What follows belongs to an exercise in optimizing a design on an open flow for small area; a production flow would make more cautious choices.
In this exercise RTL edits were held to simulation tests only and were not proved equivalent to the original.

v6:
Design feature_ext_top, start of the top module:
module feature_ext_top
#(
    parameter int REPORT_INTERVAL = 10,
    parameter int BASELINE_LEN    = 20       
) (
    input  logic                   clk,
    input  logic                   rst_n,
    input  logic signed [FP_W-1:0] vx,
    input  logic signed [FP_W-1:0] vy,
    input  logic signed [FP_W-1:0] nis_cv,
    input  logic                   imm_valid,
    input  logic signed [FP_W-1:0] rcs_amplitude,
    input  logic signed [FP_W-1:0] snr_db,
    input  logic signed [FP_W-1:0] doppler_spread_hz,
    input  logic signed [FP_W-1:0] micro_doppler_peak_hz,
    input  logic signed [FP_W-1:0] micro_doppler_period,
    input  logic                   rf_valid,
    output logic                   report_valid,
    output logic signed [FP_W-1:0] rpt_spd_avg,
    output logic signed [FP_W-1:0] rpt_spd_peak,
    output logic signed [FP_W-1:0] rpt_nis_avg,
    output logic signed [FP_W-1:0] rpt_nis_peak,
    output logic [MD_W-1:0]        rpt_md_type,
    output logic signed [FP_W-1:0] rpt_md_conf,
    output logic signed [FP_W-1:0] rpt_ecm_score,
    output logic                   rpt_ecm_detected,
    output logic                   ecm_noise_flag,
    output logic                   ecm_deception_flag
);
    logic signed [FP_W-1:0] spd_cur, nis_last;       
    logic signed [FP_W-1:0] spd_avg, spd_peak;       
    logic signed [FP_W-1:0] nis_avg, nis_peak;
    logic                   seen1, seen2;            
    logic signed [FP_W-1:0] spd_now, spd_ema, nis_ema;
    logic                   spd_gt, nis_gt;
    fe_speed    u_speed (.vx(vx), .vy(vy), .spd(spd_now));
    fe_ema_fast u_ema_s (.a(spd_avg), .x(spd_cur), .r(spd_ema));
    fe_ema_fast u_ema_n (.a(nis_avg), .x(nis_last), .r(nis_ema));
    fe_gt32     u_gt_s  (.a(spd_cur), .b(spd_peak), .gt(spd_gt));
    fe_gt32     u_gt_n  (.a(nis_last), .b(nis_peak), .gt(nis_gt));
    always_ff @(posedge clk or negedge rst_n) begin
        if (!rst_n) begin
            seen1    <= 1'b0;
            seen2    <= 1'b0;
            spd_peak <= FP_ZERO;
  ...
Size in the first run: about 4300 cells after synthesis.
clock: 25.0 ns
lec_check: 0
abc_area: 0
cap_margin: 20
core_margin: 2
core_utilization: 60
cts_buf_list: sky130_fd_sc_hd__clkbuf_16
cts_cluster_diameter: 100
cts_cluster_size: 25
gpl_timing_driven: 1
slew_margin: 20
synth_hierarchical: 1
standard.sh (not shown) runs the stock make flow with config.mk's settings and CLKGATE_MAP_FILE= SYNTH_SCRIPT=/design/flow/synth_recipe.tcl, a recipe that flattens the netlist after the stock synthesis.
==> flow/flow/run.sh <==
#!/bin/bash
# Layout flow: the standard flow (standard.sh, unchanged synthesis and steps),
# with the input/output port buffers made from the plain sky130 buffer
# (buf_1) instead of the delay buffer the resizer picks by default.
set -o pipefail
cp standard.sh standard.sh.txt
export BUFFER_PORTS_ARGS="-buffer_cell sky130_fd_sc_hd__buf_1"
bash standard.sh > standard.log 2>&1
status=$?
tail -40 standard.log
exit $status
diff inputs: v6 => v7
# v6
export LEC_CHECK = 0
export ABC_AREA = 0
export CAP_MARGIN = 20
export CORE_MARGIN = 2
export CORE_UTILIZATION = 60
export CTS_BUF_LIST = sky130_fd_sc_hd__clkbuf_16
export CTS_CLUSTER_DIAMETER = 100
export CTS_CLUSTER_SIZE = 25
export GPL_TIMING_DRIVEN = 1
export SLEW_MARGIN = 20
export SYNTH_HIERARCHICAL = 1
create_clock -name core_clock -period 25.0 [get_ports {clk}]
# v7
export LEC_CHECK = 0
export ABC_AREA = 0
export CAP_MARGIN = 20
export CORE_MARGIN = 2
export CORE_UTILIZATION = 60
export CTS_BUF_LIST = sky130_fd_sc_hd__clkbuf_16
export CTS_CLUSTER_DIAMETER = 100
export CTS_CLUSTER_SIZE = 20
export GPL_TIMING_DRIVEN = 1
export SLEW_MARGIN = 20
export SYNTH_HIERARCHICAL = 1
create_clock -name core_clock -period 25.0 [get_ports {clk}]
- ~same setup TNS in v7 and v6
- Cmp v7 vs v6: setup slack higher in v7
- From v6 to v7 the numbers moved as follows: via count of the routed design has remained practically unchanged, number of global-route vias before repair held steady, cell area held.

---

the previous run:
Starting RTL as in the previous note.
Design feature_ext_top, start of the top module:
module feature_ext_top
#(
    parameter int REPORT_INTERVAL = 10,
    parameter int BASELINE_LEN    = 20       
) (
    input  logic                   clk,
    input  logic                   rst_n,
    input  logic signed [FP_W-1:0] vx,
    input  logic signed [FP_W-1:0] vy,
    input  logic signed [FP_W-1:0] nis_cv,
    input  logic                   imm_valid,
    input  logic signed [FP_W-1:0] rcs_amplitude,
    input  logic signed [FP_W-1:0] snr_db,
    input  logic signed [FP_W-1:0] doppler_spread_hz,
    input  logic signed [FP_W-1:0] micro_doppler_peak_hz,
    input  logic signed [FP_W-1:0] micro_doppler_period,
    input  logic                   rf_valid,
    output logic                   report_valid,
    output logic signed [FP_W-1:0] rpt_spd_avg,
    output logic signed [FP_W-1:0] rpt_spd_peak,
    output logic signed [FP_W-1:0] rpt_nis_avg,
    output logic signed [FP_W-1:0] rpt_nis_peak,
    output logic [MD_W-1:0]        rpt_md_type,
    output logic signed [FP_W-1:0] rpt_md_conf,
    output logic signed [FP_W-1:0] rpt_ecm_score,
    output logic                   rpt_ecm_detected,
    output logic                   ecm_noise_flag,
    output logic                   ecm_deception_flag
);
    logic signed [FP_W-1:0] spd_cur, nis_last;       
    logic signed [FP_W-1:0] spd_avg, spd_peak;       
    logic signed [FP_W-1:0] nis_avg, nis_peak;
    logic                   seen1, seen2;            
    logic signed [FP_W-1:0] spd_now, spd_ema, nis_ema;
    logic                   spd_gt, nis_gt;
    fe_speed    u_speed (.vx(vx), .vy(vy), .spd(spd_now));
    fe_ema_fast u_ema_s (.a(spd_avg), .x(spd_cur), .r(spd_ema));
    fe_ema_fast u_ema_n (.a(nis_avg), .x(nis_last), .r(nis_ema));
    fe_gt32     u_gt_s  (.a(spd_cur), .b(spd_peak), .gt(spd_gt));
  ...
export LEC_CHECK = 0
export ABC_AREA = 0
export CAP_MARGIN = 20
export CORE_MARGIN = 2
export CORE_UTILIZATION = 60
export CTS_BUF_LIST = sky130_fd_sc_hd__clkbuf_16
export CTS_CLUSTER_DIAMETER = 100
export CTS_CLUSTER_SIZE = 20
export GPL_TIMING_DRIVEN = 1
export PLACE_DENSITY = 0.72
export SLEW_MARGIN = 20
export SYNTH_HIERARCHICAL = 1
create_clock -name core_clock -period 25.0 [get_ports {clk}]
Scripts as last shown in full above: flow/flow/run.sh
The following lists how the current run was set up differently from the previous run:
diff --git a/flow/config.mk b/flow/config.mk
--- a/flow/config.mk
+++ b/flow/config.mk
@@ -14,0 +15 @@
+export GPL_ROUTABILITY_DRIVEN = 0
@@ -16 +16,0 @@
-export PLACE_DENSITY = 0.72
- The current run finished end to end and its layout was clean on timing, DRC and antenna.
- Relative to the previous run, the current run improves setup slack.
- Relative to the previous run, the final cell area reported for the current run is higher.
- ~same via count in the previous run and the current run
- Compared with the previous run, in the current run critical path depth in cells went down.
- Compared with the previous run, in the current run maximum number of pins on one net before global-route repair fell by 27%, slew of the pin with the lowest slew margin rose by 65 ps.

-- static timing again, ports no longer ideal --
The results above use ideal ports. As a check the final layouts listed here were re-extracted and re-timed, cells and wires unchanged.
Step 1 assumes that a clkbuf_16 drives the clock port and a buf_2 every other input.
Step 2 times the ports against the registers' clock, not the clock port: input delays grow and output delays shrink by t, the midpoint of the rising clock arrivals with the driver on.
Slacks: ideal ports / drivers / drivers and shift; pairs: ideal ports / drivers.
run | t, ns | slack for setup (ns) | hold WS [ns] | worst setup path at the end | worst register clock-pin slew, ns
v6 | 0.710 | 0.558 / 0.606 / -0.104 | 0.453 / 0.453 / 0.453 | input to register | 0.10 / 0.10
v7 | 0.722 | 0.576 / 0.615 / -0.107 | 0.452 / 0.452 / 0.452 | input to register | 0.09 / 0.09
the previous run | 0.683 | 0.534 / 0.577 / -0.106 | 0.450 / 0.450 / 0.450 | input to register | 0.09 / 0.09
the current run | 0.719 | 0.663 / 0.708 / -0.011 | 0.453 / 0.453 / 0.453 | input to register | 0.09 / 0.09
Met with ideal ports but missed after step 2: setup timing in every run listed. For v7, which loses most, drivers alone change the setup slack by +0.039 ns; drivers and shift together by -0.683 ns.
